Source: an optimization exercise on an open RTL-to-GDS flow (aim: small area, a short achievable clock period and few clock cycles per item). Production flows keep margins and buffers that such runs may drop. RTL that was checked went through simulation tests only; none was proved equivalent to the original. Function not checked in run 1: the RTL went through the layout flow alone.

==> flow/design.v (outline; a module is shown in full before it is edited, if it fits) <==
// module julia_pixel_engine: 2862 lines
module julia_pixel_engine #(
  parameter int H_RES    = 640,
  parameter int V_RES    = 480,
  parameter int MAX_ITER = 255,
  parameter int FRAC     = 12
) (
  input  logic        clk,
  input  logic        reset_n,
  input  logic        start,
  input  logic        abort,
  input  logic [15:0] c_re,
  input  logic [15:0] c_im,
  input  logic [15:0] re_start,
  input  logic [15:0] im_start,
  input  logic [15:0] step,
  output logic        draw,
  input  logic        draw_ready,
  output logic [9:0]  x,
  output logic [9:0]  y,
  output logic [7:0]  i,
  output logic        busy,
  output logic        frame_done
);
  // ...
==> flow/flow/run.sh <==
#!/bin/bash
# Standard ORFS layout (the standard.sh, unchanged synthesis), with the resizer's
# setup repair aimed below the clock period: repair_timing gets a setup margin so that
# it keeps improving paths after the 11 ns constraint is met. The make output goes to
# flow_standard.log here; ORFS's own per-step logs are under orfs/logs.
set -euo pipefail
export SETUP_SLACK_MARGIN=7.6
bash standard.sh > flow_standard.log 2>&1
==> flow/standard.sh <==
#!/bin/bash
# synth_recipe.tcl (not shown) runs the flow's synth.tcl, then flattens the netlist and writes it again
# the make line also repeats each setting of config.mk as NAME=value (left out here)
make -C /OpenROAD-flow-scripts/flow DESIGN_CONFIG=/design/flow/config.mk WORK_HOME=/design/flow/orfs CLKGATE_MAP_FILE= SYNTH_SCRIPT=/design/flow/synth_recipe.tcl "${@:-finish}"
==> flow/config.mk <==
export PLATFORM = sky130hd
export DESIGN_NAME = julia_pixel_engine
export DESIGN_NICKNAME = julia_pixel_engine
export VERILOG_FILES = /design/flow/design.v
export SDC_FILE = /design/flow/constraint.sdc
export NUM_CORES = 4
export LEC_CHECK = 0
export CAP_MARGIN = 20
export CORE_MARGIN = 2
export CORE_UTILIZATION = 40
export PLACE_DENSITY = 0.6
export SLEW_MARGIN = 20
==> flow/constraint.sdc <==
create_clock -name core_clock -period 11.0 [get_ports {clk}]
set_input_delay 2.2000 -clock core_clock [delete_from_list [all_inputs] [get_ports {clk}]]
set_output_delay 2.2000 -clock core_clock [all_outputs]
set_load 0.01 [all_outputs]
==> impl_results.md, run 1 <==
* Outcome: complete, no violations
* Routed wire length at 80.9 mm
* Post-CTS Setup Bufs at 26
* # IOs at 116
* TritonCTS buffer count at 56
* TritonCTS clock tree: yes
* Crit Path Class: reg -> reg
* Worst reg-to-reg path cell count at 15
* Syn nets at 3899
* Max Cap Viol at 0
* Highest metal used: met4
* # diodes at 2
* Avg Inst Size Synth at 9.98 um2
* Final Hold Fails at 0
* Clock latency on the worst-skew pair at 650 ps
* Clock Pin Slew Worst Setup and Hold Paths at 60 ps
* Fin crit period at 3450 ps
* Largest family of logic cells by synthesized area: adder cells
* Hold_ws at 324 ps
* Placed insts at 4429
* Starting Density at 0.402
* Biggest register: rb
* GRT Total Usage at 0.190
* Pre-CTS setup slack at 5970 ps
* Final Core Density at 0.468
* Top flop regs: rb: 48 flops, im3: 18 flops, reh3: 18 flops
* Simple-gate share of the synthesized area at 0.118
* Multi-input gates at 2305
* GRT busiest layer: met2
* Die Ht at 294 um
* Hold Path Depth at 0
* Compound-Gate Fraction of Synth Area at 0.0810
* Fin Clk Skew at 43.9 ps
* Gate Count Post-Synth at 3364
* Last element of the critical path: cur_re[13]$_DFFE_PP_
* Clk buf depth at 3
* CP max FO at 2
* DIE WIDTH at 294 um
* CTS sink count at 508
* Ys async rst share at 0.0276
==> run 2: changes to the inputs <==
--- a/flow/design.v
+++ b/flow/design.v
@@ -247,18 +247,17 @@
   logic [17:0]   reh3;
   logic          mp3;
   logic          cap2, cap3;     
   logic [7:0]    it3;
   logic [TW-1:0] tg3;
   logic [7:0]      rb [NRES];
   logic [NRES-1:0] rv;
   logic [TW-1:0]   tag_a, tag_e;
-  logic [TW:0]     outst;          
-  logic            ol_q;           
+  logic [NRES-1:0] sb;             
   function automatic logic in_range18(input logic [17:0] v);
     in_range18 = (v[17:13] == 5'b00000) || (v[17:13] == 5'b11111) || (v == 18'd8192);
   endfunction
   function automatic logic in_range16(input logic [15:0] v);
     in_range16 = (v[15:13] == 3'b000) || (v[15:13] == 3'b111) || (v == 16'd8192);
   endfunction
   function automatic logic [TW-1:0] tag_inc(input logic [TW-1:0] t);
     tag_inc = (t == TW'(NRES - 1)) ? '0 : t + 1'b1;
@@ -2310,168 +2309,192 @@
   wire g_25 = cur_re[12] & step_q[12];
   wire g_26 = cur_re[12] ^ step_q[12];
   wire g_27 = cur_re[13] & step_q[13];
   wire g_28 = cur_re[13] ^ step_q[13];
   wire g_29 = cur_re[14] & step_q[14];
   wire g_30 = cur_re[14] ^ step_q[14];
   wire g_31 = cur_re[15] & step_q[15];
   wire g_32 = cur_re[15] ^ step_q[15];
-  wire g_33 = g_3 | (g_4 & g_1);
+  wire g_33 = g_4 ? g_1 : g_3;
   wire g_34 = g_4 & g_2;
-  wire g_35 = g_7 | (g_8 & g_5);
+  wire g_35 = g_8 ? g_5 : g_7;
   wire g_36 = g_8 & g_6;
-  wire g_37 = g_11 | (g_12 & g_9);
+  wire g_37 = g_12 ? g_9 : g_11;
   wire g_38 = g_12 & g_10;
-  wire g_39 = g_15 | (g_16 & g_13);
+  wire g_39 = g_16 ? g_13 : g_15;
   wire g_40 = g_16 & g_14;
-  wire g_41 = g_19 | (g_20 & g_17);
+  wire g_41 = g_20 ? g_17 : g_19;
   wire g_42 = g_20 & g_18;
-  wire g_43 = g_23 | (g_24 & g_21);
+  wire g_43 = g_24 ? g_21 : g_23;
   wire g_44 = g_24 & g_22;
-  wire g_45 = g_27 | (g_28 & g_25);
+  wire g_45 = g_28 ? g_25 : g_27;
   wire g_46 = g_28 & g_26;
-  wire g_47 = g_35 | (g_36 & g_33);
-  wire g_48 = g_36 & g_34;
-  wire g_49 = g_39 | (g_40 & g_37);
-  wire g_50 = g_40 & g_38;
-  wire g_51 = g_43 | (g_44 & g_41);
-  wire g_52 = g_44 & g_42;
-  wire g_53 = g_49 | (g_50 & g_47);
-  wire g_54 = g_50 & g_48;
-  wire g_55 = g_51 | (g_52 & g_53);
-  wire g_56 = g_52 & g_54;
-  wire g_57 = g_37 | (g_38 & g_47);
-  wire g_58 = g_38 & g_48;
-  wire g_59 = g_41 | (g_42 & g_53);
-  wire g_60 = g_42 & g_54;
-  wire g_61 = g_45 | (g_46 & g_55);
-  wire g_62 = g_46 & g_56;
-  wire g_63 = g_5 | (g_6 & g_33);
-  wire g_64 = g_6 & g_34;
-  wire g_65 = g_9 | (g_10 & g_47);
-  wire g_66 = g_10 & g_48;
-  wire g_67 = g_13 | (g_14 & g_57);
-  wire g_68 = g_14 & g_58;
-  wire g_69 = g_17 | (g_18 & g_53);
-  wire g_70 = g_18 & g_54;
-  wire g_71 = g_21 | (g_22 & g_59);
-  wire g_72 = g_22 & g_60;
-  wire g_73 = g_25 | (g_26 & g_55);
-  wire g_74 = g_26 & g_56;
-  wire g_75 = g_29 | (g_30 & g_61);
-  wire g_76 = g_30 & g_62;
-  wire g_77 = g_4 ^ g_1;
-  wire g_78 = g_6 ^ g_33;
-  wire g_79 = g_8 ^ g_63;
-  wire g_80 = g_10 ^ g_47;
-  wire g_81 = g_12 ^ g_65;
-  wire g_82 = g_14 ^ g_57;
-  wire g_83 = g_16 ^ g_67;
-  wire g_84 = g_18 ^ g_53;
-  wire g_85 = g_20 ^ g_69;
-  wire g_86 = g_22 ^ g_59;
-  wire g_87 = g_24 ^ g_71;
-  wire g_88 = g_26 ^ g_55;
-  wire g_89 = g_28 ^ g_73;
-  wire g_90 = g_30 ^ g_61;
-  wire g_91 = g_32 ^ g_75;
-  wire g_92 = ~cur_im[0] & step_q[0];
-  wire g_93 = ~cur_im[0] ^ step_q[0];
-  wire g_94 = ~cur_im[1] & step_q[1];
-  wire g_95 = ~cur_im[1] ^ step_q[1];
-  wire g_96 = ~cur_im[2] & step_q[2];
-  wire g_97 = ~cur_im[2] ^ step_q[2];
-  wire g_98 = ~cur_im[3] & step_q[3];
-  wire g_99 = ~cur_im[3] ^ step_q[3];
-  wire g_100 = ~cur_im[4] & step_q[4];
-  wire g_101 = ~cur_im[4] ^ step_q[4];
-  wire g_102 = ~cur_im[5] & step_q[5];
-  wire g_103 = ~cur_im[5] ^ step_q[5];
-  wire g_104 = ~cur_im[6] & step_q[6];
-  wire g_105 = ~cur_im[6] ^ step_q[6];
-  wire g_106 = ~cur_im[7] & step_q[7];
-  wire g_107 = ~cur_im[7] ^ step_q[7];
-  wire g_108 = ~cur_im[8] & step_q[8];
-  wire g_109 = ~cur_im[8] ^ step_q[8];
-  wire g_110 = ~cur_im[9] & step_q[9];
-  wire g_111 = ~cur_im[9] ^ step_q[9];
-  wire g_112 = ~cur_im[10] & step_q[10];
-  wire g_113 = ~cur_im[10] ^ step_q[10];
-  wire g_114 = ~cur_im[11] & step_q[11];
-  wire g_115 = ~cur_im[11] ^ step_q[11];
-  wire g_116 = ~cur_im[12] & step_q[12];
-  wire g_117 = ~cur_im[12] ^ step_q[12];
-  wire g_118 = ~cur_im[13] & step_q[13];
-  wire g_119 = ~cur_im[13] ^ step_q[13];
-  wire g_120 = ~cur_im[14] & step_q[14];
-  wire g_121 = ~cur_im[14] ^ step_q[14];
-  wire g_122 = ~cur_im[15] & step_q[15];
-  wire g_123 = ~cur_im[15] ^ step_q[15];
-  wire g_124 = g_94 | (g_95 & g_92);
-  wire g_125 = g_95 & g_93;
-  wire g_126 = g_98 | (g_99 & g_96);
-  wire g_127 = g_99 & g_97;
-  wire g_128 = g_102 | (g_103 & g_100);
-  wire g_129 = g_103 & g_101;
-  wire g_130 = g_106 | (g_107 & g_104);
-  wire g_131 = g_107 & g_105;
-  wire g_132 = g_110 | (g_111 & g_108);
-  wire g_133 = g_111 & g_109;
-  wire g_134 = g_114 | (g_115 & g_112);
-  wire g_135 = g_115 & g_113;
-  wire g_136 = g_118 | (g_119 & g_116);
-  wire g_137 = g_119 & g_117;
-  wire g_138 = g_126 | (g_127 & g_124);
-  wire g_139 = g_127 & g_125;
-  wire g_140 = g_130 | (g_131 & g_128);
-  wire g_141 = g_131 & g_129;
-  wire g_142 = g_134 | (g_135 & g_132);
-  wire g_143 = g_135 & g_133;
-  wire g_144 = g_140 | (g_141 & g_138);
-  wire g_145 = g_141 & g_139;
-  wire g_146 = g_142 | (g_143 & g_144);
-  wire g_147 = g_143 & g_145;
-  wire g_148 = g_128 | (g_129 & g_138);
-  wire g_149 = g_129 & g_139;
-  wire g_150 = g_132 | (g_133 & g_144);
-  wire g_151 = g_133 & g_145;
-  wire g_152 = g_136 | (g_137 & g_146);
-  wire g_153 = g_137 & g_147;
-  wire g_154 = g_96 | (g_97 & g_124);
-  wire g_155 = g_97 & g_125;
-  wire g_156 = g_100 | (g_101 & g_138);
-  wire g_157 = g_101 & g_139;
-  wire g_158 = g_104 | (g_105 & g_148);
-  wire g_159 = g_105 & g_149;
-  wire g_160 = g_108 | (g_109 & g_144);
-  wire g_161 = g_109 & g_145;
-  wire g_162 = g_112 | (g_113 & g_150);
-  wire g_163 = g_113 & g_151;
-  wire g_164 = g_116 | (g_117 & g_146);
-  wire g_165 = g_117 & g_147;
-  wire g_166 = g_120 | (g_121 & g_152);
-  wire g_167 = g_121 & g_153;
-  wire g_168 = g_95 ^ g_92;
-  wire g_169 = g_97 ^ g_124;
-  wire g_170 = g_99 ^ g_154;
-  wire g_171 = g_101 ^ g_138;
-  wire g_172 = g_103 ^ g_156;
-  wire g_173 = g_105 ^ g_148;
-  wire g_174 = g_107 ^ g_158;
-  wire g_175 = g_109 ^ g_144;
-  wire g_176 = g_111 ^ g_160;
-  wire g_177 = g_113 ^ g_150;
-  wire g_178 = g_115 ^ g_162;
-  wire g_179 = g_117 ^ g_146;
-  wire g_180 = g_119 ^ g_164;
-  wire g_181 = g_121 ^ g_152;
-  wire g_182 = g_123 ^ g_166;
-  assign re_step = {g_91, g_90, g_89, g_88, g_87, g_86, g_85, g_84, g_83, g_82, g_81, g_80, g_79, g_78, g_77, g_2};
-  assign im_step = ~{g_182, g_181, g_180, g_179, g_178, g_177, g_176, g_175, g_174, g_173, g_172, g_171, g_170, g_169, g_168, g_93};
+  wire g_47 = g_6 ? g_33 : g_5;
+  wire g_48 = g_6 & g_34;
+  wire g_49 = g_36 ? g_33 : g_35;
+  wire g_50 = g_36 & g_34;
+  wire g_51 = g_14 ? g_37 : g_13;
+  wire g_52 = g_14 & g_38;
+  wire g_53 = g_40 ? g_37 : g_39;
+  wire g_54 = g_40 & g_38;
+  wire g_55 = g_22 ? g_41 : g_21;
+  wire g_56 = g_22 & g_42;
+  wire g_57 = g_44 ? g_41 : g_43;
+  wire g_58 = g_44 & g_42;
+  wire g_59 = g_30 ? g_45 : g_29;
+  wire g_60 = g_30 & g_46;
+  wire g_61 = g_10 ? g_49 : g_9;
+  wire g_62 = g_10 & g_50;
+  wire g_63 = g_38 ? g_49 : g_37;
+  wire g_64 = g_38 & g_50;
+  wire g_65 = g_52 ? g_49 : g_51;
+  wire g_66 = g_52 & g_50;
+  wire g_67 = g_54 ? g_49 : g_53;
+  wire g_68 = g_54 & g_50;
+  wire g_69 = g_26 ? g_57 : g_25;
+  wire g_70 = g_26 & g_58;
+  wire g_71 = g_46 ? g_57 : g_45;
+  wire g_72 = g_46 & g_58;
+  wire g_73 = g_60 ? g_57 : g_59;
+  wire g_74 = g_60 & g_58;
+  wire g_75 = g_18 ? g_67 : g_17;
+  wire g_76 = g_18 & g_68;
+  wire g_77 = g_42 ? g_67 : g_41;
+  wire g_78 = g_42 & g_68;
+  wire g_79 = g_56 ? g_67 : g_55;
+  wire g_80 = g_56 & g_68;
+  wire g_81 = g_58 ? g_67 : g_57;
+  wire g_82 = g_58 & g_68;
+  wire g_83 = g_70 ? g_67 : g_69;
+  wire g_84 = g_70 & g_68;
+  wire g_85 = g_72 ? g_67 : g_71;
+  wire g_86 = g_72 & g_68;
+  wire g_87 = g_74 ? g_67 : g_73;
+  wire g_88 = g_74 & g_68;
+  wire g_89 = g_1 ? ~g_4 : g_4;
+  wire g_90 = g_33 ? ~g_6 : g_6;
+  wire g_91 = g_47 ? ~g_8 : g_8;
+  wire g_92 = g_49 ? ~g_10 : g_10;
+  wire g_93 = g_61 ? ~g_12 : g_12;
+  wire g_94 = g_63 ? ~g_14 : g_14;
+  wire g_95 = g_65 ? ~g_16 : g_16;
+  wire g_96 = g_67 ? ~g_18 : g_18;
+  wire g_97 = g_75 ? ~g_20 : g_20;
+  wire g_98 = g_77 ? ~g_22 : g_22;
+  wire g_99 = g_79 ? ~g_24 : g_24;
+  wire g_100 = g_81 ? ~g_26 : g_26;
+  wire g_101 = g_83 ? ~g_28 : g_28;
+  wire g_102 = g_85 ? ~g_30 : g_30;
+  wire g_103 = g_87 ? ~g_32 : g_32;
+  wire g_104 = ~cur_im[0] & step_q[0];
+  wire g_105 = ~cur_im[0] ^ step_q[0];
+  wire g_106 = ~cur_im[1] & step_q[1];
+  wire g_107 = ~cur_im[1] ^ step_q[1];
+  wire g_108 = ~cur_im[2] & step_q[2];
+  wire g_109 = ~cur_im[2] ^ step_q[2];
+  wire g_110 = ~cur_im[3] & step_q[3];
+  wire g_111 = ~cur_im[3] ^ step_q[3];
+  wire g_112 = ~cur_im[4] & step_q[4];
+  wire g_113 = ~cur_im[4] ^ step_q[4];
+  wire g_114 = ~cur_im[5] & step_q[5];
+  wire g_115 = ~cur_im[5] ^ step_q[5];
+  wire g_116 = ~cur_im[6] & step_q[6];
+  wire g_117 = ~cur_im[6] ^ step_q[6];
+  wire g_118 = ~cur_im[7] & step_q[7];
+  wire g_119 = ~cur_im[7] ^ step_q[7];
+  wire g_120 = ~cur_im[8] & step_q[8];
+  wire g_121 = ~cur_im[8] ^ step_q[8];
+  wire g_122 = ~cur_im[9] & step_q[9];
+  wire g_123 = ~cur_im[9] ^ step_q[9];
+  wire g_124 = ~cur_im[10] & step_q[10];
+  wire g_125 = ~cur_im[10] ^ step_q[10];
+  wire g_126 = ~cur_im[11] & step_q[11];
+  wire g_127 = ~cur_im[11] ^ step_q[11];
+  wire g_128 = ~cur_im[12] & step_q[12];
+  wire g_129 = ~cur_im[12] ^ step_q[12];
+  wire g_130 = ~cur_im[13] & step_q[13];
+  wire g_131 = ~cur_im[13] ^ step_q[13];
+  wire g_132 = ~cur_im[14] & step_q[14];
+  wire g_133 = ~cur_im[14] ^ step_q[14];
+  wire g_134 = ~cur_im[15] & step_q[15];
+  wire g_135 = ~cur_im[15] ^ step_q[15];
+  wire g_136 = g_107 ? g_104 : g_106;
+  wire g_137 = g_107 & g_105;
+  wire g_138 = g_111 ? g_108 : g_110;
+  wire g_139 = g_111 & g_109;
+  wire g_140 = g_115 ? g_112 : g_114;
+  wire g_141 = g_115 & g_113;
+  wire g_142 = g_119 ? g_116 : g_118;
+  wire g_143 = g_119 & g_117;
+  wire g_144 = g_123 ? g_120 : g_122;
+  wire g_145 = g_123 & g_121;
+  wire g_146 = g_127 ? g_124 : g_126;
+  wire g_147 = g_127 & g_125;
+  wire g_148 = g_131 ? g_128 : g_130;
+  wire g_149 = g_131 & g_129;
+  wire g_150 = g_109 ? g_136 : g_108;
+  wire g_151 = g_109 & g_137;
+  wire g_152 = g_139 ? g_136 : g_138;
+  wire g_153 = g_139 & g_137;
+  wire g_154 = g_117 ? g_140 : g_116;
+  wire g_155 = g_117 & g_141;
+  wire g_156 = g_143 ? g_140 : g_142;
+  wire g_157 = g_143 & g_141;
+  wire g_158 = g_125 ? g_144 : g_124;
+  wire g_159 = g_125 & g_145;
+  wire g_160 = g_147 ? g_144 : g_146;
+  wire g_161 = g_147 & g_145;
+  wire g_162 = g_133 ? g_148 : g_132;
+  wire g_163 = g_133 & g_149;
+  wire g_164 = g_113 ? g_152 : g_112;
+  wire g_165 = g_113 & g_153;
+  wire g_166 = g_141 ? g_152 : g_140;
+  wire g_167 = g_141 & g_153;
+  wire g_168 = g_155 ? g_152 : g_154;
+  wire g_169 = g_155 & g_153;
+  wire g_170 = g_157 ? g_152 : g_156;
+  wire g_171 = g_157 & g_153;
+  wire g_172 = g_129 ? g_160 : g_128;
+  wire g_173 = g_129 & g_161;
+  wire g_174 = g_149 ? g_160 : g_148;
+  wire g_175 = g_149 & g_161;
+  wire g_176 = g_163 ? g_160 : g_162;
+  wire g_177 = g_163 & g_161;
+  wire g_178 = g_121 ? g_170 : g_120;
+  wire g_179 = g_121 & g_171;
+  wire g_180 = g_145 ? g_170 : g_144;
+  wire g_181 = g_145 & g_171;
+  wire g_182 = g_159 ? g_170 : g_158;
+  wire g_183 = g_159 & g_171;
+  wire g_184 = g_161 ? g_170 : g_160;
+  wire g_185 = g_161 & g_171;
+  wire g_186 = g_173 ? g_170 : g_172;
+  wire g_187 = g_173 & g_171;
+  wire g_188 = g_175 ? g_170 : g_174;
+  wire g_189 = g_175 & g_171;
+  wire g_190 = g_177 ? g_170 : g_176;
+  wire g_191 = g_177 & g_171;
+  wire g_192 = g_104 ? ~g_107 : g_107;
+  wire g_193 = g_136 ? ~g_109 : g_109;
+  wire g_194 = g_150 ? ~g_111 : g_111;
+  wire g_195 = g_152 ? ~g_113 : g_113;
+  wire g_196 = g_164 ? ~g_115 : g_115;
+  wire g_197 = g_166 ? ~g_117 : g_117;
+  wire g_198 = g_168 ? ~g_119 : g_119;
+  wire g_199 = g_170 ? ~g_121 : g_121;
+  wire g_200 = g_178 ? ~g_123 : g_123;
+  wire g_201 = g_180 ? ~g_125 : g_125;
+  wire g_202 = g_182 ? ~g_127 : g_127;
+  wire g_203 = g_184 ? ~g_129 : g_129;
+  wire g_204 = g_186 ? ~g_131 : g_131;
+  wire g_205 = g_188 ? ~g_133 : g_133;
+  wire g_206 = g_190 ? ~g_135 : g_135;
+  assign re_step = {g_103, g_102, g_101, g_100, g_99, g_98, g_97, g_96, g_95, g_94, g_93, g_92, g_91, g_90, g_89, g_2};
+  assign im_step = ~{g_206, g_205, g_204, g_203, g_202, g_201, g_200, g_199, g_198, g_197, g_196, g_195, g_194, g_193, g_192, g_105};
   logic big0;
   assign big0 = ~in_range16(cur_re) | ~in_range16(cur_im);
   logic [13:0] ur_u, ui_u, ur_p, ui_p, ur_n, ui_n;
   logic        sr_u, si_u, sr_p, si_p, sr_n, si_n;
   assign sr_u = re3[14];
   assign si_u = im3[14];
   assign ur_u = re3[13:0] ^ {14{re3[14]}};
   assign ui_u = im3[13:0] ^ {14{im3[14]}};
@@ -2511,34 +2534,32 @@
   wire btwo7_n = assign_px ? ((1'b0 & ~1'b0 & ~ui_p[13]) | (~1'b0 & 1'b0 & ui_p[13])) : ((1'b0 & ~1'b0 & ~ui_u[13]) | (~1'b0 & 1'b0 & ui_u[13]));
   wire bneg7_n = assign_px ? si_p : si_u;
   wire bnegx7_n = assign_px ? (si_p ^ (sr_p & ((1'b0 ^ ui_p[13]) | ((1'b0 & ~1'b0 & ~ui_p[13]) | (~1'b0 & 1'b0 & ui_p[13]))))) : (si_u ^ (sr_u & ((1'b0 ^ ui_u[13]) | ((1'b0 & ~1'b0 & ~ui_u[13]) | (~1'b0 & 1'b0 & ui_u[13])))));
   assign sr_n = assign_px ? sr_p : sr_u;
   assign si_n = assign_px ? si_p : si_u;
   assign ur_n = assign_px ? ur_p : ur_u;
   assign ui_n = assign_px ? ui_p : ui_u;
   assign y_free    = ~act3 | fin;
-  assign assign_px = run & y_free & (outst != (TW+1)'(NRES));
+  assign assign_px = run & y_free & ~sb[tag_a];
   assign xfer      = draw_q & draw_ready;
   assign last_xy   = (xo == X_LAST) && (yo == Y_LAST);
   assign out_load  = run & rv[tag_e] & (~draw_q | (draw_ready & ~last_xy));
-  logic [TW:0] outst_up, outst_dn;
-  assign outst_up = outst + 1'b1;
-  assign outst_dn = outst - 1'b1;
   always_ff @(posedge clk or negedge reset_n) begin
     if (!reset_n) begin
       busy_q <= 1'b0;
       busy_o <= 1'b0;
       done_q <= 1'b0;
       draw_q <= 1'b0;
       draw_o <= 1'b0;
       act1   <= 1'b0;
       act2   <= 1'b0;
       act3   <= 1'b0;
       rv     <= '0;
+      sb     <= '0;
     end else begin
       if (!busy_o)
         busy_o <= start & ~abort;
       else
         busy_o <= ~(abort | done_q);
       if (!busy_q || abort || done_q || (draw_o && draw_ready && last_xy))
         draw_o <= 1'b0;
       else if (out_load)
@@ -2548,24 +2569,26 @@
       if (!busy_q) begin
         busy_q <= start & ~abort;
         done_q <= 1'b0;
         draw_q <= 1'b0;
         act1   <= 1'b0;
         act2   <= 1'b0;
         act3   <= 1'b0;
         rv     <= '0;
+        sb     <= '0;
       end else if (abort || done_q) begin
         busy_q <= 1'b0;
         done_q <= 1'b0;
         draw_q <= 1'b0;
         act1   <= 1'b0;
         act2   <= 1'b0;
         act3   <= 1'b0;
         rv     <= '0;
+        sb     <= '0;
       end else begin
         act1 <= assign_px | (act3 & ~fin);
         act2 <= act1;
         act3 <= act2;
         if (xfer && last_xy) begin
           done_q <= 1'b1;
           draw_q <= 1'b0;
         end else if (out_load) begin
@@ -2573,16 +2596,20 @@
         end else if (xfer) begin
           draw_q <= 1'b0;
         end
         for (int k = 0; k < NRES; k++) begin
           if (act3 && fin && tg3 == TW'(k))
             rv[k] <= 1'b1;
           else if (out_load && tag_e == TW'(k))
             rv[k] <= 1'b0;
+          if (assign_px && tag_a == TW'(k))
+            sb[k] <= 1'b1;
+          else if (out_load && tag_e == TW'(k))
+            sb[k] <= 1'b0;
         end
       end
     end
   end
   always_ff @(posedge clk) begin
     if (!busy_q) begin
       cre_q  <= c_re;
       cim_q  <= c_im;
@@ -2590,39 +2617,32 @@
       step_q <= step;
       cur_re <= re_start;
       cur_im <= im_start;
       xg     <= '0;
       xo     <= '0;
       yo     <= '0;
       tag_a  <= '0;
       tag_e  <= '0;
-      outst  <= '0;
-      ol_q   <= 1'b0;
     end else begin
       if (assign_px) begin
         tag_a <= tag_inc(tag_a);
         if (xg == X_LAST) begin
           xg     <= '0;
           cur_re <= re0_q;
           cur_im <= im_step;
         end else begin
           xg     <= xg + 10'd1;
           cur_re <= re_step;
         end
       end
       if (out_load) begin
         io    <= rb[tag_e];
         tag_e <= tag_inc(tag_e);
       end
-      ol_q <= out_load;
-      if (assign_px && !ol_q)
-        outst <= outst_up;
-      else if (ol_q && !assign_px)
-        outst <= outst_dn;
       if (xfer) begin
         if (xo == X_LAST) begin
           xo <= '0;
           yo <= yo + 10'd1;
         end else begin
           xo <= xo + 10'd1;
         end
       end
==> flow/flow/run.sh (replaced) <==
#!/bin/bash
# Standard ORFS layout (the standard.sh, unchanged synthesis), with the resizer's
# setup repair aimed below the clock period: repair_timing gets a setup margin so that
# it keeps improving paths after the 11 ns constraint is met. The make output goes to
# flow_standard.log here; ORFS's own per-step logs are under orfs/logs.
set -euo pipefail
export SETUP_SLACK_MARGIN=7.7
bash standard.sh > flow_standard.log 2>&1
==> run 2 against run 1 <==
Via count grew 0.15%. First-iteration DRC count grew 12%. Register-to-register slack gained 50 ps. Critical endpoint is now reh3[16]$_DFF_P_. Largest cell class unchanged.
==> impl_results.md, run 2 <==
* Syn. warnings at 1
* First drt pass iteration count at 5
* Row count at 106
* Slew @ Worst Pin at 942 ps
* Max-slew violations at 0
* Sequential-to-total area share from yosys stat at 0.350
* WP data required at 11540 ps
* GRT overflow at 0
* Die Area at 86600 um2
* CTS root buf: clkbuf_16
* GRT Total Usage at 0.186 (-0.00447)
* Top Family by Delay on Critical Path: compound AO/OA/AOI/OAI gates
* Slowest cell on crit path: a2111o_1
* Final Hold Fails at 0 (unchanged)
* Syn nets at 3939 (+1.0%)
* Last element of the critical path: reh3[16]$_DFF_P_
* Period utilization at 0.309
* Synth cell count leaders: inv_1 (367), dfxtp_1 (337), xnor2_1 (323), nand2_1 (308), fa_1 (223)
* CP Depth at 13
* TritonCTS clock tree: yes
* Fin Clk Skew at 30.6 ps (-13.3 ps)
* CP max stage delay at 460 ps
* Most common cell in the netlist: inv_1
* Post-route ant nets at 0
* Relative slew slack at 0.371
* Crit path cell chain: ha_4 -> mux2i_2 -> maj3_2 -> ha_4 -> nand2_2 -> a2111oi_4 -> a211oi_4 -> buf_12 -> nor3_4 -> o31a_1 -> o211ai_1 -> a2111o_1 -> o211ai_1
* # diodes at 0 (-2)
* Gate Count Post-Synth at 3413 (+1.5%)
* Avg Inst Size Synth at 9.88 um2 (-1.0%)
* Global placer's final weighted congestion at 0.844
* Largest cells by area after synthesis: dfxtp_1 (20%), edfxtp_1 (14%), fa_1 (13%), xnor2_1 (8.4%), ha_1 (8.1%)
* Post-route setup slack at 7600 ps
* Crit Path Class: reg -> reg
* R2r endpoint: reh3[16]$_DFF_P_
* Vias per inst at 5.00
* Biggest register: rb
* Setup TNS Final at 0 ps
* Top-area cell type share of the netlist area at 0.200
* Crit path launch type: flop
* Clock Pin Slew Worst Setup and Hold Paths at 60 ps (about the same)
* Pin count of the biggest net entering global routing at 98
* Max Fclk at 294 MHz
* Starting Density at 0.403 (+0.00102)
* Vias at 23200
* Vias in the first global route at 23200
* DR WL/cell at 17.1 um
* Number of antenna violations at the first check in global routing at 1
* Arrival time of the worst setup path at 3940 ps
* Synthesized area at 33700 um2
* TritonCTS buffer count at 57 (+1.8%)
* RSZ-0062 raised after global routing: true
* Most common cell after layout, fill and taps aside: inv_1
* Flop and latch count out of synthesis at 509
* Type of element capturing the critical path: flop
* Worst reg-to-reg path cell count at 13 (-2)
* Initial DRC count at 1418
* First-pass GRT wire length at 128 mm
* Pre-CTS setup slack at 6780 ps (+810 ps)
* Largest register FFs at 48
* Layout cells sized above 1 at 0.113
* Final setup vio count at 0
* DRC viols at 0
* CP max FO at 4 (+2)
* WP buf/inv at 1
* Layout Nets at 4036
* Top flop regs: rb: 48 flops, im3: 18 flops, reh3: 18 flops
* Most frequent cells in the layout: inv_1 (366), nand2_1 (306), xnor2_1 (298)
* CTS sink count at 509 (+0.20%)
* Ys async rst share at 0.0393 (+0.0117)
* Top_reg_cell synth: dfxtp_1
* Worst Setup SP: qa1_3$_DFF_P_
* Port Buffers at 115
* Core Area at 83600 um2
* Htree depth at 2
* Reg2reg setup slack at 7600 ps
* Die Ht at 294 um (+0.20%)
* Max Cap Viol at 0 (unchanged)
* Synth unique cells at 84
* # IOs at 116 (unchanged)
* Area leader, netlist: dfxtp_1
* Clk buf depth at 3 (unchanged)
* Hpwl dp at 57.7 mm
* Routed wire length at 79.3 mm (-2.0%)
* DIE WIDTH at 294 um (+0.20%)
* EDFF count, synth at 152
* Worst r2r src: qa1_3$_DFF_P_
* Clock latency on the worst-skew pair at 630 ps (-20 ps)
* HP Class: reg -> reg
* Outcome: complete, no violations
* Area Growth Syn to Fin at 15.2%
* Fin crit period at 3400 ps (-48.1 ps)
## run 2: changes by cell type in the layout (fill, tap and decap cells not counted), moves of 12 or more
cell | before | now
dfxtp_1 | 293 | 274
buf_6 | 12 | 31
dfxtp_2 | 29 | 44
mux2_2 | 29 | 17
maj3_1 | 70 | 56
buf_2 | 26 | 11
inv_1 | 387 | 366
nand2_1 | 281 | 306
nor2_1 | 169 | 207
buf_4 | 91 | 70
## run 2: per-layer routing
metal | track usage | vias up | routed length [um]
li1 | - | 11400 | -
met1 | 0.263 | 11300 | 37900
met2 | 0.301 | 459 | 36400
met3 | 0.0269 | 89 | 3620
met4 | 0.0391 | 2 | 1350
met5 | 0 | - | 13
## run 2: worst register-to-register path: cells and delay by family, from the launching register on
family          cells  cell delay (ps)
flops               1              320
buf+inv             1              150
mux                 1              180
compound gates      6             1510
simple gates        2              260
fa+ha+maj           3              900
## run 2: timing repair
action	4_1_cts	5_1_grt
hold buffers	0	0
endpoints found under the setup margin	198	123
gates cloned	0	0
pin swaps	31	24
setup buffers	36	19
gates resized for setup	277	54
## run 2: final cells by class
class,instances,area (um2)
Multi-Input combinational cell,2372,20400
Timing Repair Buffer,197,1790
Clock inverter,25,265
Clock buffer,81,1670
Tap cell,1080,1350
Fill cell,7895,44700
Sequential cell,509,11900
Inverter,373,1400
## run 2: worst min path at each step
stage                   start              to  slack [ps]  cells after the start
2_1_floorplan    big1$_DFF_P_    big2$_DFF_P_         310                      0
3_3_place_gp   it2[0]$_DFF_P_  it3[0]$_DFF_P_         310                      0
3_5_place_dp     big1$_DFF_P_    big2$_DFF_P_         310                      0
4_1_cts          big1$_DFF_P_    big2$_DFF_P_         330                      0
5_1_grt        it2[6]$_DFF_P_  it3[6]$_DFF_P_         330                      0
6_report       tg1[2]$_DFF_P_  tg2[2]$_DFF_P_         320                      0
## run 2: cell families (layout without fill, tap and decap cells)
group / after synthesis / in the layout / synth area share
and+or+nand+nor: 867 / 867 / 0.123
xor gates and xnor gates: 475 / 475 / 0.123
adders and majority gates: 498 / 498 / 0.230
AOI/OAI and AO/OA: 470 / 470 / 0.0893
muxes: 62 / 62 / 0.0224
buffers and inverters: 532 / 676 / 0.0614
DFF: 509 / 509 / 0.350
## run 2: per-stage QoR
step                      utilization  area (um2)  hold WS [ps]  std cells
after floorplan                     -       33700           310       3413
final                           0.465       38800           325       4637
after global routing            0.465       38800           334       4637
after global placement          0.428       35800           310       4476
after CTS                       0.461       38500           326       4618
after detailed placement        0.428       35800           312       4476
Testbench counts of run 2, summed over its fixed seeds: cycles 2,658,186, pixels 61,440.
==> run 3: changes to the inputs <==
--- a/flow/flow/run.sh
+++ b/flow/flow/run.sh
@@ -5,4 +5,4 @@
 # flow_standard.log here; ORFS's own per-step logs are under orfs/logs.
 set -euo pipefail
-export SETUP_SLACK_MARGIN=7.7
+export SETUP_SLACK_MARGIN=7.6
 bash standard.sh > flow_standard.log 2>&1
==> run 3 against run 2 <==
Utilization decreased by 0.29 points. Register-to-register slack barely moved. Via count rose by 0.34%. Clock skew decreased by 2.0 ps. Cell area down 0.63%. Clock-buffer cell count rose by 3. Setup slack improved by 2.3 ps.
==> impl_results.md, run 3 <==
* Area Growth Syn to Fin at 14.5%
* Arrival time of the worst setup path at 3910 ps (-30 ps)
* Die Area at 86600 um2 (unchanged)
* Most common cell in the netlist: inv_1
* DRC viols at 0 (unchanged)
* Largest register FFs at 48 (unchanged)
* # IOs at 116 (unchanged)
* CTS sink count at 509 (unchanged)
* Setup TNS Final at 0 ps (unchanged)
* Global placer's final weighted congestion at 0.828 (-1.9%)
* Highest metal used: met5
* Period utilization at 0.309 (about the same)
* Syn nets at 3939 (unchanged)
* Vias per inst at 5.03 (+0.54%)
* Reg2reg setup slack at 7600 ps (about the same)
* First-pass GRT wire length at 127 mm (-0.39%)
* Max-slew violations at 0 (unchanged)
* Initial DRC count at 1436 (+1.3%)
* HP Class: reg -> reg
* Slew @ Worst Pin at 1010 ps (+72.2 ps)
* Synth unique cells at 84 (unchanged)
* EDFF count, synth at 152 (unchanged)
* Compound-Gate Fraction of Synth Area at 0.0893 (unchanged)
* Port Buffers at 115 (unchanged)
* Final setup vio count at 0 (unchanged)
* Sequential-to-total area share from yosys stat at 0.350 (unchanged)
* Vias at 23300 (+0.34%)
* Clock Pin Slew Worst Setup and Hold Paths at 60 ps (about the same)
* Layout cells sized above 1 at 0.107 (-0.00648)
* TritonCTS buffer count at 57 (unchanged)
* Starting Density at 0.403 (unchanged)
* TritonCTS clock tree: yes
* Area leader, netlist: dfxtp_1
* Clk buf depth at 3 (unchanged)
* Gate Count Post-Synth at 3413 (unchanged)
* Flop and latch count out of synthesis at 509 (unchanged)
* WP data required at 11510 ps (-30 ps)
* Crit Path Class: reg -> reg
* CTS root buf: clkbuf_16
* Number of antenna violations at the first check in global routing at 1 (unchanged)
* Layout Nets at 4026 (-0.25%)
* Relative slew slack at 0.324 (-0.0473)
* Largest cells by area after synthesis: dfxtp_1 (20%), edfxtp_1 (14%), fa_1 (13%), xnor2_1 (8.4%), ha_1 (8.1%)
* Pin count of the biggest net entering global routing at 103 (+5.1%)
* Ys async rst share at 0.0393 (unchanged)
* Avg Inst Size Synth at 9.88 um2 (unchanged)
* Largest family of logic cells by synthesized area: adder cells
* Hold-fix buffers, CTS at 0 (unchanged)
* CP max FO at 4 (unchanged)
* Fin Clk Skew at 28.5 ps (-2.03 ps)
* Most frequent cells in the layout: inv_1 (367), nand2_1 (305), xnor2_1 (293)
* Hold_ws at 326 ps (+1.09 ps)
* DR WL/cell at 17.2 um (+0.81%)
* Final Hold Fails at 0 (unchanged)
* # diodes at 0 (unchanged)
* Most common cell after layout, fill and taps aside: inv_1
* Top-area cell type share of the netlist area at 0.200 (unchanged)
* Crit path launch type: flop
* Row count at 106 (unchanged)
* Biggest register: rb
* GRT overflow at 0 (unchanged)
* Routed met2 length at 37.1 mm (+1.8%)
* RSZ-0062 raised after global routing: true
* Max Fclk at 294 MHz (about the same)
* Synthesized area at 33700 um2 (unchanged)
* WL met3 at 3.53 mm (-2.5%)
* Outcome: complete, no violations
* Top flop regs: rb: 48 flops, im3: 18 flops, reh3: 18 flops
* Simple-gate share of the synthesized area at 0.123 (unchanged)
* Synth cell count leaders: inv_1 (367), dfxtp_1 (337), xnor2_1 (323), nand2_1 (308), fa_1 (223)
* Synth Area in Adders at 0.230 (unchanged)
* Proportion of synthesized area in mux cells at 0.0224 (unchanged)
* Vias in the first global route at 23100 (-0.52%)
* Top_reg_cell synth: dfxtp_1
* Post-route ant nets at 0 (unchanged)
* Die Ht at 294 um (unchanged)
* DIE WIDTH at 294 um (unchanged)
* Hpwl dp at 57.8 mm (+0.33%)
* First drt pass iteration count at 5 (unchanged)
* Htree depth at 2 (unchanged)
* Syn. warnings at 1 (unchanged)
* Clock latency on the worst-skew pair at 630 ps (about the same)
* Xor/xnor share of the synthesized area at 0.123 (unchanged)
* Routed wire length at 79.8 mm (+0.61%)
* Core Area at 83600 um2 (unchanged)
* Max Cap Viol at 0 (unchanged)
* Metal1 wirelength at 37.4 mm (-1.2%)
* GRT Total Usage at 0.186 (+0.000442)
* Type of element capturing the critical path: flop
* Fin crit period at 3400 ps (-2.35 ps)
## run 3: changes by cell type in the layout (fill, tap and decap cells not counted), sizes merged
cell,delta
clkinvlp,-1
dlygate4sd2,-1
inv,-1
buf,-10
dlymetal6s2s,+1
clkbuf,+3
## run 3: critical path, stage by stage, from the launching register on
cell       delay (ps)
dfxtp_2           350
xnor2_4           150
xnor2_2           290
xor2_2            230
xor2_2            110
ha_4              310
nand2_4            50
a2111oi_4         370
a211oi_4          100
buf_6             150
nor3_4            180
o31a_1            230
o211ai_1          200
a2111o_1          450
o211a_1           110
## run 3: worst paths after layout
kind                       cells after the start           start                to
max reg2reg                                   14   qb0_5$_DFF_P_  reh3[17]$_DFF_P_
min                                            0  it2[0]$_DFF_P_    it3[0]$_DFF_P_
min in group asynchronous                      1         reset_n  busy_o$_DFF_PN0_
max in group asynchronous                      1         reset_n  busy_q$_DFF_PN0_
max                                           14   qb0_5$_DFF_P_  reh3[17]$_DFF_P_
min reg2reg                                    0  it2[0]$_DFF_P_    it3[0]$_DFF_P_
## run 3: per-layer routing
layer  GRT usage  vias up
li1            -    11400
met1       0.262    11300
met2       0.302      465
met3      0.0244      106
met4      0.0462        2
met5           0        -
## run 3: cells by family after synthesis
logic type / Yosys count
and+or+nand+nor: 867
buffers and inverters: 532
DFF: 509
adders and majority gates: 498
xor gates and xnor gates: 475
AOI/OAI and AO/OA: 470
muxes: 62
## run 3: through the flow
stage               instance area, um2  setup slack, ps  instances  utilization
floorplan                        33700             7370       3413            -
global placement                 35800             6770       4484        0.429
detailed placement               35800             6760       4484        0.429
CTS                              38100             7540       4616        0.455
global route                     38600             7420       4628        0.462
finish                           38600             7600       4628        0.462
## run 3: final cells by class
class | count | area, um2
fillers | 7838 | 45000
clock buffers | 84 | 1660
multi-input cells | 2372 | 20400
repair buffers | 187 | 1590
flip-flops and latches | 509 | 11900
clock inverters | 23 | 250
well taps | 1080 | 1350
inverters | 373 | 1410
## run 3: what timing repair did
| item | in CTS | in global routing |
|---|---|---|
| pin swaps | 10 | 30 |
| setup buffers | 25 | 12 |
| setup endpoints to repair | 165 | 72 |
| gates cloned | 0 | 0 |
| gates resized for setup | 192 | 104 |
==> run 4: changes to the inputs <==
--- a/flow/flow/run.sh
+++ b/flow/flow/run.sh
@@ -6,3 +6,5 @@
 set -euo pipefail
 export SETUP_SLACK_MARGIN=7.6
+# port buffers: a plain buffer instead of the delay cell buffer_ports picks by default
+export BUFFER_PORTS_ARGS="-buffer_cell sky130_fd_sc_hd__buf_2"
 bash standard.sh > flow_standard.log 2>&1
==> run 4 against run 3 <==
Still clean. Synthesized cell count unchanged. Utilization decreased by 0.73 points. Routed wire length decreased by 1.8%. Via count decreased by 0.32%. Die area unchanged. Sequential share of layout area increased by 0.38 points. Area after synthesis unchanged. Critical path type unchanged.
==> impl_results.md, run 4 <==
* Initial DRC count at 1264 (-12%)
* EDFF count, synth at 152 (unchanged)
* Clock Pin Slew Worst Setup and Hold Paths at 60 ps (about the same)
* Port Buffers at 115 (unchanged)
* Relative slew slack at 0.350 (+0.0262)
* Vias in the first global route at 23000 (-0.16%)
* Clock latency on the worst-skew pair at 630 ps (about the same)
* Reg2reg setup slack at 7550 ps (-50 ps)
* WP buf/inv at 0 (-1)
* Slew @ Worst Pin at 973 ps (-40.7 ps)
* GRT Total Usage at 0.183 (-0.00328)
* Most common cell after layout, fill and taps aside: inv_1
* Clk buf depth at 3 (unchanged)
* Synth unique cells at 84 (unchanged)
* Hold_ws at 324 ps (-1.73 ps)
* CTS root buf: clkbuf_16
* Final setup vio count at 0 (unchanged)
* Vias per inst at 5.03 (about the same)
* Core Area at 83600 um2 (unchanged)
* HP Class: reg -> reg
* TritonCTS buffer count at 55 (-3.5%)
* Filler cells at 7990 (+1.9%)
* Max Cap Viol at 0 (unchanged)
* Crit path cell chain: xnor2_1 -> xnor2_2 -> xor2_2 -> xor2_1 -> ha_2 -> nor3b_2 -> o2bb2ai_1 -> nand2_1 -> nor3_4 -> o31a_1 -> o211ai_1 -> a2111o_1 -> o211a_1
* # diodes at 0 (unchanged)
* Ys async rst share at 0.0393 (unchanged)
* Setup TNS Final at 0 ps (unchanged)
* Syn nets at 3939 (unchanged)
* Vias at 23200 (-0.32%)
* Biggest register: rb
* Layout Nets at 4010 (-0.40%)
* Final Hold Fails at 0 (unchanged)
* Reg area at 11900 um2 (-0.37%)
* Htree depth at 2 (unchanged)
* Hold Path Depth at 0 (unchanged)
* Layout cells sized above 1 at 0.122 (+0.0158)
* CTS sink count at 509 (unchanged)
* Slowest cell on crit path: a2111o_1
* Pin count of the biggest net entering global routing at 102 (-0.97%)
* Die Ht at 294 um (unchanged)
* Multi-input combinational cell area at 20300 um2 (-0.45%)
* # IOs at 116 (unchanged)
* Top flop regs: rb: 48 flops, im3: 18 flops, reh3: 18 flops
* First drt pass iteration count at 5 (unchanged)
* Crit path launch type: flop
* Outcome: complete, no violations
* Worst reg-to-reg path cell count at 13 (-1)
* Row count at 106 (unchanged)
* Largest register FFs at 48 (unchanged)
* Period utilization at 0.314 (+0.00470)
* Largest cells by area after synthesis: dfxtp_1 (20%), edfxtp_1 (14%), fa_1 (13%), xnor2_1 (8.4%), ha_1 (8.1%)
* Sequential-to-total area share from yosys stat at 0.350 (unchanged)
* Top-area cell type share of the netlist area at 0.200 (unchanged)
* Syn. warnings at 1 (unchanged)
* Number of antenna violations at the first check in global routing at 1 (unchanged)
* TritonCTS clock tree: yes
* Arrival time of the worst setup path at 3980 ps (+70 ps)
* RSZ-0062 raised after global routing: true
* Synthesized area at 33700 um2 (unchanged)
* Post-route ant nets at 0 (unchanged)
* Hold path startpoint: it2[3]$_DFF_P_
* DIE WIDTH at 294 um (unchanged)
* Gate Count Post-Synth at 3413 (unchanged)
* GRT overflow at 0 (unchanged)
* Most frequent cells in the layout: inv_1 (367), nand2_1 (306), xnor2_1 (301)
* Worst r2r src: qa1_17$_DFF_P_
* Flop and latch count out of synthesis at 509 (unchanged)
* Hold-fix buffers, CTS at 0 (unchanged)
* Routed wire length at 78.4 mm (-1.8%)
* CP max stage delay at 420 ps (-30 ps)
* Crit Path Class: reg -> reg
* DRC viols at 0 (unchanged)
* Worst Hold Path EP: it3[3]$_DFF_P_
* Most common cell in the netlist: inv_1
* First-pass GRT wire length at 126 mm (-1.0%)
* Type of element capturing the critical path: flop
* Top_reg_cell synth: dfxtp_1
* Area leader, netlist: dfxtp_1
* Hpwl dp at 57.1 mm (-1.3%)
* Top Family by Delay on Critical Path: compound AO/OA/AOI/OAI gates
* Starting Density at 0.403 (unchanged)
* Fin crit period at 3450 ps (+51.7 ps)
* Avg Inst Size Synth at 9.88 um2 (unchanged)
* Synth cell count leaders: inv_1 (367), dfxtp_1 (337), xnor2_1 (323), nand2_1 (308), fa_1 (223)
* DR WL/cell at 17.0 um (-1.4%)
* R2r endpoint: reh3[17]$_DFF_P_
* Die Area at 86600 um2 (unchanged)
* Area Growth Syn to Fin at 12.7%
* Max Fclk at 290 MHz (-1.5%)
* Max-slew violations at 0 (unchanged)
* Global placer's final weighted congestion at 0.843 (+1.8%)
* Fin Clk Skew at 16.8 ps (-11.7 ps)
* CP max FO at 7 (+3)
* WP data required at 11530 ps (+20 ps)
-- run 4: cell counts after synthesis --
Identical to the previous run, type by type.
-- run 4: how the worst max path moves through the flow --
stage                     slack [ps]  depth (start not counted)                  to      startpoint
final                           7550                         13    reh3[17]$_DFF_P_  qa1_17$_DFF_P_
after floorplan                 7370                          9  yo[9]$_SDFFE_PN0P_      draw_ready
after detailed placement        6850                         13    reh3[17]$_DFF_P_  qa1_10$_DFF_P_
after global routing            7370                         13    reh3[17]$_DFF_P_  qa1_12$_DFF_P_
after global placement          6860                         13    reh3[17]$_DFF_P_  qa1_11$_DFF_P_
after CTS                       7560                         14    reh3[17]$_DFF_P_   qa1_8$_DFF_P_
-- run 4: kinds of logic after synthesis --
logic type	share of synthesized area
compound gates	0.0893
xor+xnor	0.123
simple gates	0.123
mux	0.0224
buf+inv	0.0614
fa+ha+maj	0.230
flops	0.350
-- run 4: cell type report --
class / count / share of cell area
clock inverter: 39 / 0.0133
clock buffer: 64 / 0.0388
multi-input combinational: 2372 / 0.535
tap: 1080 / 0.0356
inverter: 373 / 0.0370
sequential: 509 / 0.313
timing repair buffer: 173 / 0.0278
-- run 4: metrics by stage --
stage | util | area, um2 | cells | setup WS, ps
4_1_cts | 0.449 | 37500 | 4594 | 7560
6_report | 0.454 | 38000 | 4610 | 7550
2_1_floorplan | - | 33700 | 3413 | 7370
5_1_grt | 0.454 | 38000 | 4610 | 7370
3_3_place_gp | 0.422 | 35300 | 4484 | 6860
3_5_place_dp | 0.422 | 35300 | 4484 | 6850
-- run 4: routing by layer --
layer / GRT usage / vias up / share of wire
li1: - / 11400 / -
met1: 0.257 / 11300 / 0.47
met2: 0.297 / 458 / 0.46
met3: 0.0238 / 118 / 0.047
met4: 0.0449 / 2 / 0.023
met5: 0 / - / 0.00017
-- run 4: worst reg2reg max path, cell delays in order (launching register included) --
cell	delay, ps
dfxtp_1	340
xnor2_1	260
xnor2_2	190
xor2_2	210
xor2_1	180
ha_2	340
nor3b_2	180
o2bb2ai_1	230
nand2_1	140
nor3_4	280
o31a_1	260
o211ai_1	220
a2111o_1	420
o211a_1	110
-- run 4: repair_timing --
action                                  CTS  global route
endpoints found under the setup margin  129            85
buffers inserted                          7            16
pin swaps                                 9            23
endpoints found under the hold margin     0             0
gates resized for setup                  59            75
==> run 5: changes to the inputs <==
--- a/flow/flow/run.sh
+++ b/flow/flow/run.sh
@@ -7,4 +7,4 @@
 export SETUP_SLACK_MARGIN=7.6
 # port buffers: a plain buffer instead of the delay cell buffer_ports picks by default
-export BUFFER_PORTS_ARGS="-buffer_cell sky130_fd_sc_hd__buf_2"
+export BUFFER_PORTS_ARGS="-buffer_cell sky130_fd_sc_hd__buf_1"
 bash standard.sh > flow_standard.log 2>&1
==> run 5 against run 4 <==
Critical path type unchanged. Cell area decreased by 0.40%. Clock skew increased by 1.9 ps. Global-route usage increased by 0.060 points. Highest routed layer unchanged. Final cell count about the same. Non-clock buffer count decreased by 6. Register-to-register slack improved by 20 ps. Sequential cell count unchanged. Utilization decreased by 0.18 points.
==> impl_results.md, run 5 <==
* Area Growth Syn to Fin at 12.2%
* Setup TNS Final at 0 ps (unchanged)
* # IOs at 116 (unchanged)
* Routed wire length at 78.3 mm (-0.12%)
* Post-route setup slack at 7570 ps (+21.0 ps)
* Avg Inst Size Synth at 9.88 um2 (unchanged)
* Number of antenna violations at the first check in global routing at 5 (+4)
* Final Cell Area at 37800 um2 (-0.40%)
* R2r endpoint: reh3[17]$_DFF_P_
* Post-route ant nets at 0 (unchanged)
* Reg2reg setup slack at 7570 ps (+20 ps)
* Type of element capturing the critical path: flop
* EDFF count, synth at 152 (unchanged)
* Relative slew slack at 0.334 (-0.0157)
* Clock latency on the worst-skew pair at 620 ps (about the same)
* Hpwl dp at 57.1 mm (about the same)
* Arrival time of the worst setup path at 3940 ps (-40 ps)
* Top-area cell type share of the netlist area at 0.200 (unchanged)
* RSZ-0062 raised after global routing: true
* Die Area at 86600 um2 (unchanged)
* Layout Nets at 4005 (-0.12%)
* Fin crit period at 3430 ps (-21.0 ps)
* Final Core Density at 0.453 (-0.00181)
* WP data required at 11510 ps (-20 ps)
* Top_reg_cell synth: dfxtp_1
* Final Hold Fails at 0 (unchanged)
* Hold-fix buffers, CTS at 0 (unchanged)
* Hold_ws at 323 ps (-1.38 ps)
* Most frequent cells in the layout: inv_1 (367), nand2_1 (305), xnor2_1 (298)
* Initial DRC count at 1411 (+12%)
* Worst Setup SP: qa1_10$_DFF_P_
* Vias in the first global route at 22800 (-1.2%)
* Max Cap Viol at 0 (unchanged)
* Most common cell in the netlist: inv_1
* Gate Count Post-Synth at 3413 (unchanged)
* Largest cells by area after synthesis: dfxtp_1 (20%), edfxtp_1 (14%), fa_1 (13%), xnor2_1 (8.4%), ha_1 (8.1%)
* Crit Path Class: reg -> reg
* CTS sink count at 509 (unchanged)
* Pre-CTS setup slack at 6860 ps (+15.6 ps)
* Core Area at 83600 um2 (unchanged)
* DIE WIDTH at 294 um (unchanged)
* Starting Density at 0.403 (unchanged)
* Reg area at 11900 um2 (about the same)
* Port Buffers at 115 (unchanged)
* Layout cells sized above 1 at 0.0913 (-0.0311)
* Synthesized area at 33700 um2 (unchanged)
* Clock Pin Slew Worst Setup and Hold Paths at 60 ps (about the same)
* First drt pass iteration count at 5 (unchanged)
* Fin Clk Skew at 18.7 ps (+1.87 ps)
* Multi-input combinational cell area at 20300 um2 (about the same)
* GRT Total Usage at 0.183 (+0.000597)
* TritonCTS buffer count at 56 (+1.8%)
* Synth cell count leaders: inv_1 (367), dfxtp_1 (337), xnor2_1 (323), nand2_1 (308), fa_1 (223)
* Synth unique cells at 84 (unchanged)
* Most common cell after layout, fill and taps aside: inv_1
* Pin count of the biggest net entering global routing at 101 (-0.98%)
* Max Fclk at 292 MHz (+0.61%)
* Worst r2r src: qa1_10$_DFF_P_
* First-pass GRT wire length at 126 mm (-0.41%)
* Placed cell area at 35100 um2 (-0.42%)
* Vias per inst at 5.00 (-0.62%)
* Syn. warnings at 1 (unchanged)
* Slew @ Worst Pin at 997 ps (+23.5 ps)
* Htree depth at 2 (unchanged)
* Vias at 23100 (-0.65%)
* DR WL/cell at 17.0 um (about the same)
* HP Class: reg -> reg
* TritonCTS clock tree: yes
* Max-slew violations at 0 (unchanged)
* Area leader, netlist: dfxtp_1
* Clk buf depth at 3 (unchanged)
* Flop and latch count out of synthesis at 509 (unchanged)
* Top flop regs: rb: 48 flops, im3: 18 flops, reh3: 18 flops
* GRT overflow at 0 (unchanged)
* CP max FO at 4 (-3)
* Syn nets at 3939 (unchanged)
* DRC viols at 0 (unchanged)
* Biggest register: rb
* Global placer's final weighted congestion at 0.846 (+0.37%)
* Final setup vio count at 0 (unchanged)
* Crit path launch type: flop
* Ys async rst share at 0.0393 (unchanged)
* Row count at 106 (unchanged)
* CTS root buf: clkbuf_16
* Worst reg-to-reg path cell count at 14 (+1)
* Period utilization at 0.312 (-0.00190)
* Outcome: complete, no violations
* Largest register FFs at 48 (unchanged)
* Filler cells at 8007 (+0.21%)
* Last element of the critical path: reh3[17]$_DFF_P_
* Die Ht at 294 um (unchanged)
* Sequential-to-total area share from yosys stat at 0.350 (unchanged)
[run 5: cell families (layout without fill, tap and decap cells)]
| group | Yosys count | in the layout | synth area share |
|---|---|---|---|
| and+or+nand+nor | 867 | 867 | 0.123 |
| buffers and inverters | 532 | 646 | 0.0614 |
| DFF | 509 | 509 | 0.350 |
| adders and majority gates | 498 | 498 | 0.230 |
| xor gates and xnor gates | 475 | 475 | 0.123 |
| AOI/OAI and AO/OA | 470 | 470 | 0.0893 |
| muxes | 62 | 62 | 0.0224 |
| other | 0 | 2 | 0 |
[run 5: worst min-delay path by stage]
stage	start	slack [ps]	cells past startpoint	end
floorplan	big1$_DFF_P_	310	0	big2$_DFF_P_
global placement	it2[3]$_DFF_P_	310	0	it3[3]$_DFF_P_
detailed placement	it2[4]$_DFF_P_	310	0	it3[4]$_DFF_P_
CTS	it2[0]$_DFF_P_	330	0	it3[0]$_DFF_P_
global route	it2[0]$_DFF_P_	330	0	it3[0]$_DFF_P_
finish	it2[0]$_DFF_P_	320	0	it3[0]$_DFF_P_
[run 5: through the flow]
step,instances
floorplan,3413
global placement,4484
detailed placement,4484
CTS,4598
global route,4607
finish,4609
[run 5: repair_timing]
action	4_1_cts	5_1_grt
pin swaps	11	17
setup buffers	8	9
setup endpoints to repair	118	107
gates resized for setup	65	81
[run 5: area by class of cell]
type                            count  share of cell area
Tap cell                         1080              0.0357
Multi-Input combinational cell   2372               0.536
Inverter                          373              0.0372
Timing Repair Buffer              167              0.0234
Clock buffer                       76              0.0418
Clock inverter                     30              0.0115
Sequential cell                   509               0.314
Antenna cell                        2            0.000132
[run 5: worst max-delay path, cell delays in order, from the launching register on]
cell and delay (ps):
dfxtp_2 340, xnor2_2 150, xnor2_2 280, xor2_2 140
xor2_1 180, ha_1 330, and4_4 240, o221ai_2 110
a211oi_4 270, buf_12 160, nor3_4 50, o31a_1 360
o211ai_1 370, a21oi_2 140, o211a_1 240
[run 5: routing by layer]
metal	part of all wire	vias up	global-route usage
met2	0.46	495	0.297
met5	0.00034	-	0
met3	0.053	88	0.0292
li1	-	11400	-
met1	0.47	11100	0.256
met4	0.020	4	0.0437
==> run 6: changes to the inputs <==
--- a/flow/config.mk
+++ b/flow/config.mk
@@ -8,5 +8,5 @@
 export CAP_MARGIN = 20
 export CORE_MARGIN = 2
-export CORE_UTILIZATION = 40
-export PLACE_DENSITY = 0.6
+export CORE_UTILIZATION = 60
+export PLACE_DENSITY = 0.75
 export SLEW_MARGIN = 20
==> run 6 against run 5 <==
Final cell count fell by 7.2%. Synthesized cell count did not move. Sequential share of layout area rose by 0.37 points. Die area fell by 33%. Critical endpoint is now reh3[12]$_DFF_P_.
==> impl_results.md, run 6 <==
* Hold-fix buffers, CTS at 0 (unchanged)
* Row count at 86 (-19%)
* CP max FO at 4 (unchanged)
* Crit Path Class: reg -> reg
* Period utilization at 0.317 (+0.00478)
* Hpwl dp at 56.9 mm (-0.49%)
* DR WL/cell at 18.6 um (+9.2%)
* Clk buf depth at 3 (unchanged)
* # diodes at 0 (-2)
* Arrival time of the worst setup path at 4040 ps (+100 ps)
* Relative slew slack at 0.375 (+0.0404)
* Top flop regs: rb: 48 flops, im3: 18 flops, reh3: 18 flops
* Hold path startpoint: it2[3]$_DFF_P_
* First drt pass iteration count at 7 (+2)
* Die Ht at 241 um (-18%)
* GR Util met1 at 0.350 (+0.0935)
* Avg Inst Size Synth at 9.88 um2 (unchanged)
* Syn. warnings at 1 (unchanged)
* Synthesized area at 33700 um2 (unchanged)
* TritonCTS buffer count at 55 (-1.8%)
* Starting Density at 0.609 (+0.206)
* Slew @ Worst Pin at 936 ps (-60.5 ps)
* Flop and latch count out of synthesis at 509 (unchanged)
* Initial DRC count at 1884 (+34%)
* Global placer's final weighted congestion at 0.900 (+6.3%)
* Synth cell count leaders: inv_1 (367), dfxtp_1 (337), xnor2_1 (323), nand2_1 (308), fa_1 (223)
* Area leader, netlist: dfxtp_1
* Worst r2r src: qa1_8$_DFF_P_
* GRT Total Usage at 0.272 (+0.0883)
* Clock latency on the worst-skew pair at 630 ps (about the same)
* Core Area at 55300 um2 (-34%)
* CTS root buf: clkbuf_16
* Crit path launch type: flop
* Number of antenna violations at the first check in global routing at 1 (-4)
* Top-area cell type share of the netlist area at 0.200 (unchanged)
* Synth unique cells at 84 (unchanged)
* Type of element capturing the critical path: flop
* Met2 usage at 0.468 (+0.170)
* Max Cap Viol at 0 (unchanged)
* Port Buffers at 115 (unchanged)
* Area Growth Syn to Fin at 11.1%
* Top_reg_cell synth: dfxtp_1
* WP buf/inv at 2 (+1)
* Final Hold Fails at 0 (unchanged)
* Layout Cells excl Fill at 4279 (-7.2%)
* First-pass GRT wire length at 125 mm (about the same)
* DIE WIDTH at 241 um (-18%)
* RSZ-0062 raised after global routing: true
* Worst reg-to-reg path cell count at 15 (+1)
* Syn nets at 3939 (unchanged)
* DRC viols at 0 (unchanged)
* TritonCTS clock tree: yes
* Fin crit period at 3480 ps (+52.6 ps)
* Pin count of the biggest net entering global routing at 115 (+14%)
* Vias in the first global route at 24800 (+8.8%)
* Die Area at 58100 um2 (-33%)
* WP data required at 11560 ps (+50 ps)
* Biggest register: rb
* HP Class: reg -> reg
* GRT overflow at 0 (unchanged)
* Hold Path Depth at 0 (unchanged)
* Setup TNS Final at 0 ps (unchanged)
* EDFF count, synth at 152 (unchanged)
* Crit path cell chain: xnor2_2 -> xnor2_2 -> xor2_2 -> xor2_1 -> ha_1 -> and4_4 -> o221ai_4 -> a211oi_4 -> nor3_4 -> o31a_1 -> buf_4 -> buf_4 -> mux2_4 -> a21boi_2 -> xnor2_1
* Worst Hold Path EP: it3[3]$_DFF_P_
* Routed wire length at 79.4 mm (+1.3%)
* Layout Nets at 4010 (+0.12%)
* Most common cell in the netlist: inv_1
* Largest register FFs at 48 (unchanged)
* Clock Pin Slew Worst Setup and Hold Paths at 60 ps (about the same)
* Largest cells by area after synthesis: dfxtp_1 (20%), edfxtp_1 (14%), fa_1 (13%), xnor2_1 (8.4%), ha_1 (8.1%)
* Final setup vio count at 0 (unchanged)
* Ys async rst share at 0.0393 (unchanged)
* Sequential-to-total area share from yosys stat at 0.350 (unchanged)
* Most common cell after layout, fill and taps aside: inv_1
* Outcome: complete, no violations
* CTS sink count at 509 (unchanged)
* Htree depth at 2 (unchanged)
* Vias per inst at 5.66 (+13%)
* Post-route ant nets at 0 (unchanged)
* Max-slew violations at 0 (unchanged)
* R2r endpoint: reh3[12]$_DFF_P_
* GRT busiest layer: met2
* Placed insts at 4142 (-7.6%)
* Vias at 24200 (+5.0%)
* Layout cells sized above 1 at 0.0929 (+0.00160)
* Slowest cell on crit path: a211oi_4
* Filler cells at 4126 (-48%)
* Most frequent cells in the layout: inv_1 (366), nand2_1 (307), xnor2_1 (299)
* # IOs at 116 (unchanged)
* Top Family by Delay on Critical Path: compound AO/OA/AOI/OAI gates
* Gate Count Post-Synth at 3413 (unchanged)
* CP max stage delay at 370 ps (about the same)
* Fin Clk Skew at 51.5 ps (+32.8 ps)
* Grt met3 use at 0.0385 (+0.00936)
* Reg2reg setup slack at 7520 ps (-50 ps)
* Max Fclk at 287 MHz (-1.5%)
## run 6: cell counts after synthesis
Identical to the previous run, type by type.
## run 6: layout make-up
class                      instances  area, um2  area share
sequential                       509      11900       0.318
tap                              748        936      0.0250
clock buffer                      77       1590      0.0425
inverter                         373       1410      0.0376
clock inverter                    27        337     0.00899
timing repair buffer             173        922      0.0246
multi-input combinational       2372      20300       0.544
## run 6: how the worst max path moves through the flow
stage                   startpoint                 end  slack [ps]  cells past startpoint
finish               qa1_8$_DFF_P_    reh3[12]$_DFF_P_        7520                     15
floorplan               draw_ready  yo[9]$_SDFFE_PN0P_        7370                      9
global route        qa0_16$_DFF_P_    reh3[17]$_DFF_P_        7210                     13
detailed placement  qa0_11$_DFF_P_    reh3[17]$_DFF_P_        7100                     13
CTS                  qa0_3$_DFF_P_    reh3[17]$_DFF_P_        7540                     13
global placement        draw_ready  yo[9]$_SDFFE_PN0P_        7230                      9
## run 6: worst reg2reg max path: stages (launching register included)
cell and delay, ps:
dfxtp_2 340, xnor2_2 150, xnor2_2 300, xor2_2 140, xor2_1 180, ha_1 330
and4_4 270, o221ai_4 130, a211oi_4 370, nor3_4 80, o31a_1 340, buf_4 150
buf_4 120, mux2_4 270, a21boi_2 140, xnor2_1 120
## run 6: logic make-up after synthesis
family | count (synthesis) | share of synthesized area
AND/OR/NAND/NOR | 867 | 0.123
buffers and inverters | 532 | 0.0614
flip-flops | 509 | 0.350
adder cells (fa/ha/maj) | 498 | 0.230
XOR/XNOR | 475 | 0.123
AO/OA/AOI/OAI | 470 | 0.0893
multiplexers | 62 | 0.0224
## run 6: stage by stage
step	area, um2	utilization	setup slack [ps]	hold WS (ps)
2_1_floorplan	33700	-	7370	310
3_3_place_gp	34600	0.626	7230	311
3_5_place_dp	34600	0.626	7100	312
4_1_cts	36700	0.664	7540	326
5_1_grt	37400	0.677	7210	328
6_report	37400	0.677	7520	326
## run 6: routing by layer
| layer | share of wire | vias up |
|---|---|---|
| met5 | 0 | - |
| met4 | 0.036 | 0 |
| met3 | 0.061 | 201 |
| met2 | 0.49 | 770 |
| met1 | 0.41 | 11900 |
| li1 | - | 11400 |
## run 6: repair_timing
action / 4_1_cts / 5_1_grt
pin swaps: 8 / 35
endpoints found under the setup margin: 98 / 98
resized for setup: 54 / 99
buffers inserted: 6 / 26

[static timing again, ports no longer ideal]
The flow's constraints put no driver on any port. The routed layouts listed below were extracted and timed again, unchanged, in two steps.
Step 1, drivers: a clkbuf_16 drives clk and a buf_2 each remaining input, both assumed.
Step 2 adds t to the input delays and takes it off the output delays; t is the mean of the earliest and latest rising clock arrival at the registers after step 1. Input paths then give back, and output paths get back, about the clock's delay inside the block.
Three values: ideal ports, drivers, drivers and shift; two values: the first two.
run	shift t [ns]	setup WS [ns]	worst setup path at the end	worst data-port slew with drivers (ns)
run 1	0.699	7.551 / 7.542 / 7.154	input to register	0.09
run 2	0.679	7.599 / 7.559 / 7.129	input to register	0.07
run 3	0.689	7.602 / 7.576 / 7.212	input to register	0.05
run 4	0.691	7.550 / 7.548 / 7.204	input to register	0.06
run 5	0.673	7.571 / 7.571 / 7.140	input to register	0.05
run 6	0.673	7.518 / 7.518 / 7.103	input to register	0.06
After both steps setup and hold are still met in every run listed. For run 2, which loses most, drivers alone change the setup slack by -0.040 ns; drivers and shift together by -0.470 ns.
